What follows belongs to an exercise in optimizing a design on an open flow for small area and a short achievable clock period; a production flow would make more cautious choices. Only simulation tests tie the RTL to the original design; equivalence was not proved. Power figures rest on the tool's default switching activity, not on a simulated workload.

== oak ==
Design data_memory_bytelane, start of the top module:
module data_memory_bytelane #(
    parameter int XLEN        = 32,
    parameter int DEPTH_WORDS = 64,
    parameter int AW          = $clog2(DEPTH_WORDS)
) (
    input  logic            clk,
    input  logic            rst,
    input  logic            req_rd,
    input  logic            req_wr,
    input  logic [2:0]      funct3,
    input  logic [XLEN-1:0] addr,
    input  logic [XLEN-1:0] wdata,
    output logic            ready,
    output logic [XLEN-1:0] rdata,
    output logic            rvalid,
    output logic            fault
);
    localparam logic [AW-1:0] LAST_WORD = AW'(DEPTH_WORDS - 1);
    localparam int            HW        = AW / 2;           
    localparam int            NLO       = 1 << HW;
    localparam int            NHI       = 1 << (AW - HW);
    logic          r_ready;
    logic          r_clr;
    logic [AW-1:0] r_clr_cnt;
    logic          w_clr;
    logic          r_run;
    always_ff @(posedge clk or posedge rst) begin
        if (rst) begin
            r_ready   <= 1'b0;
            r_clr     <= 1'b1;
            r_clr_cnt <= '0;
        end else if (r_clr) begin
            r_clr_cnt <= r_clr_cnt + 1'b1;
            if (r_clr_cnt == LAST_WORD) begin
                r_ready <= 1'b1;
                r_clr   <= 1'b0;
            end
        end
    end
    assign ready = r_ready;
    assign w_clr = r_clr;
    assign r_run = !r_clr;
    logic r_par;
    always_ff @(posedge clk or posedge rst) begin
        if (rst) r_par <= 1'b0;
        else     r_par <= !r_par;
    end
    logic            w_accept;
    logic            w_bad;
  ...
Settings: LEC_CHECK=0, CAP_MARGIN=20, CORE_MARGIN=2, CORE_UTILIZATION=40, CTS_BUF_LIST=sky130_fd_sc_hd__clkbuf_16, CTS_CLUSTER_DIAMETER=60, CTS_CLUSTER_SIZE=30, SETUP_SLACK_MARGIN=3.0, SLEW_MARGIN=20, SYNTH_HIERARCHICAL=1; clock period 5.5 ns.
run.sh (not shown) runs the stock make flow with config.mk's settings and CLKGATE_MAP_FILE= SYNTH_SCRIPT=/design/flow/synth_recipe.tcl, a recipe that flattens the netlist after the stock synthesis.
The following lists how pine was set up differently from oak:
Settings: a change of CORE_UTILIZATION from 40 to 62.
[summary]
- pine went all the way through the flow, and no timing, DRC or antenna check failed.
- Going from oak to pine, the critical path depth was found to have gone up by 3.
- Looking at vertical die dimension, pine sits about 20% lower than oak does.
- Looking at non-clock buffer count across pine and oak, the one that comes out lower is oak.
- Of pine and oak, it is pine that has the lower overall die area.
- pine: via count 1778 above oak
- Final area: pine lower than oak
- Diff oak -> pine: number of detailed-route iterations in the first pass decreased 1, number of cells in the finished layout apart from fillers -849, combinational cell fraction of total power held steady, global-route wire length before repair dropped about 0.7%.
--- input diff pine..birch ---
Settings: CTS_CLUSTER_DIAMETER now 90, was 60.
[summary]
- Against pine, routed wire length in birch came out better.
- birch vs pine, worst setup path endpoint: rdata[15] vs r_a_row_n[62]
- Diff pine -> birch: setup slack after layout picked up an extra 0.035 ns; H-tree level count shrank by 1; maximum clock rate moved up; design area has decreased; worst reg2reg path depth has increased.
- birch vs pine — final period utilization dropped 0.65 points.
- Source-to-sink clock delay at the later pin of the worst-skew pair: lower on birch
- On clock power share: birch sits below pine.
- Global-route wire length before repair: birch lower than pine
- Compared with pine, birch shows a post-route core utilization that is 2.0 points lower.
Here is what was changed in the inputs of maple compared with birch.
Settings: CTS_CLUSTER_DIAMETER now 60, was 90.
==> flow/flow/run.sh (new file) <==
#!/bin/bash
# Layout flow: the standard flow, with one extra step after placement
# that moves each output port's buffer next to the flip-flop driving it,
# so the flip-flop sees a short wire and the strong port buffer drives the
# long wire to the pin. Every tool's output goes to a log file here.
set -euo pipefail
cd "$(dirname "$0")/.."
bash standard.sh place > std_place.log 2>&1
R=orfs/results/${FLOW_PLATFORM}/data_memory_bytelane/base
export MOVE_DB_IN=$R/3_place.odb
export MOVE_DB_OUT=$R/3_place_moved.odb
OPENROAD=$(command -v openroad || echo ${FLOW_HOME}/../tools/install/OpenROAD/bin/openroad)
"$OPENROAD" -no_init -exit flow/move_out_bufs.tcl > move_out_bufs.log 2>&1
cp $R/3_place_moved.odb $R/3_place.odb
touch $R/3_place.odb
bash standard.sh finish > std_finish.log 2>&1
==> flow/flow/move_out_bufs.tcl (new file) <==
# Move each output port buffer next to the register that drives it, then
# legalize the placement.
read_db $::env(MOVE_DB_IN)
set block [ord::get_db_block]
set moved 0
foreach bt [$block getBTerms] {
  if {[$bt getIoType] ne "OUTPUT"} continue
  set net [$bt getNet]
  set buf ""
  foreach it [$net getITerms] {
    if {[$it isOutputSignal]} { set buf [$it getInst] }
  }
  if {$buf eq ""} continue
  set src ""
  foreach it [$buf getITerms] {
    if {[$it isInputSignal]} {
      set inet [$it getNet]
      foreach it2 [$inet getITerms] {
        if {[$it2 isOutputSignal]} { set src [$it2 getInst] }
      }
    }
  }
  if {$src eq ""} continue
  set loc [$src getLocation]
  $buf setLocation [lindex $loc 0] [lindex $loc 1]
  $buf setPlacementStatus PLACED
  puts "moved [$buf getName] next to [$src getName] at $loc"
  incr moved
}
puts "moved $moved buffers"
detailed_placement
check_placement -verbose
write_db $::env(MOVE_DB_OUT)
==> flow/standard.sh (new file) <==
#!/bin/bash
# synth_recipe.tcl (not shown) runs the flow's synth.tcl, then flattens the netlist and writes it again
# the make line also repeats each setting of config.mk as NAME=value (left out here)
make -C /OpenROAD-flow-scripts/flow DESIGN_CONFIG=/design/flow/config.mk WORK_HOME=/design/flow/orfs CLKGATE_MAP_FILE= SYNTH_SCRIPT=/design/flow/synth_recipe.tcl "${@:-finish}"
removed: flow/run.sh
--- outcome ---
Against birch, maple comes in 0.94 points higher on share of cells above drive strength 1.
birch → maple: number of nets in the finished design rose by 28, global-route wire length before repair rose by 3800 microns.
Side by side, post-layout total power turned out higher in maple than in birch.
r_a_row_n[0] as the launch point of the critical path was reported by birch, and addr[4] by maple.
[inputs] cedar vs maple
Settings: CTS_CLUSTER_SIZE: 30 -> 16; CTS_BUF_LIST: sky130_fd_sc_hd__clkbuf_16 -> sky130_fd_sc_hd__clkbuf_8 sky130_fd_sc_hd__clkbuf_16; CTS_CLUSTER_DIAMETER: 60 -> 50; CORE_UTILIZATION: 62 -> 40.
==> flow/run.sh (new file) <==
#!/bin/bash
# synth_recipe.tcl (not shown) runs the flow's synth.tcl, then flattens the netlist and writes it again
# the make line also repeats each setting of config.mk as NAME=value (left out here)
make -C /OpenROAD-flow-scripts/flow DESIGN_CONFIG=/design/flow/config.mk WORK_HOME=/design/flow/orfs CLKGATE_MAP_FILE= SYNTH_SCRIPT=/design/flow/synth_recipe.tcl finish
removed: flow/flow/run.sh
removed: flow/flow/move_out_bufs.tcl
removed: flow/standard.sh
## What came out
Compared with maple, in cedar non-clock buffer count has increased; clock transition at the register clock pins on the worst setup and hold paths after CTS has decreased; number of stages on the worst setup path has decreased; clock group share of total power has increased. The slowest stage cell on the critical path comes out o31ai_4 in one run and dfrtp_2 in the other, namely in maple and cedar respectively.

==> port drivers added, routing unchanged <==
The results above use ideal ports. As a check the final layouts listed here were re-extracted and re-timed, cells and wires unchanged.
Step 1 assumes that a clkbuf_16 drives the clock port and a buf_2 every other input.
Step 2 adds t to the input delays and takes it off the output delays; t is the mean of the earliest and latest rising clock arrival at the registers after step 1. Input paths then give back, and output paths get back, about the clock's delay inside the block.
Slacks: ideal ports / drivers / drivers and shift; pairs: ideal ports / drivers.
| run | shift t [ns] | setup WS [ns] | worst hold slack (ns) | worst setup path after step 2 | latest minus earliest clock arrival (ns) |
|---|---|---|---|---|---|
| oak | 0.905 | 2.874 / 2.785 / 2.156 | 0.436 / 0.436 / 0.436 | input to register | 0.062 / 0.062 |
| pine | 0.853 | 2.952 / 2.884 / 2.079 | 0.435 / 0.435 / 0.435 | input to register | 0.033 / 0.033 |
| birch | 0.790 | 2.987 / 2.912 / 2.190 | 0.440 / 0.440 / 0.440 | input to register | 0.043 / 0.043 |
| maple | 0.851 | 2.896 / 2.867 / 2.016 | 0.436 / 0.436 / 0.436 | input to register | 0.032 / 0.032 |
| cedar | 0.932 | 2.881 / 2.792 / 2.159 | 0.432 / 0.432 / 0.432 | input to register | 0.060 / 0.060 |
After both steps setup and hold are still met in every run listed. The setup slack of maple, which loses most, moves by -0.029 ns with the drivers and by -0.880 ns with both steps.
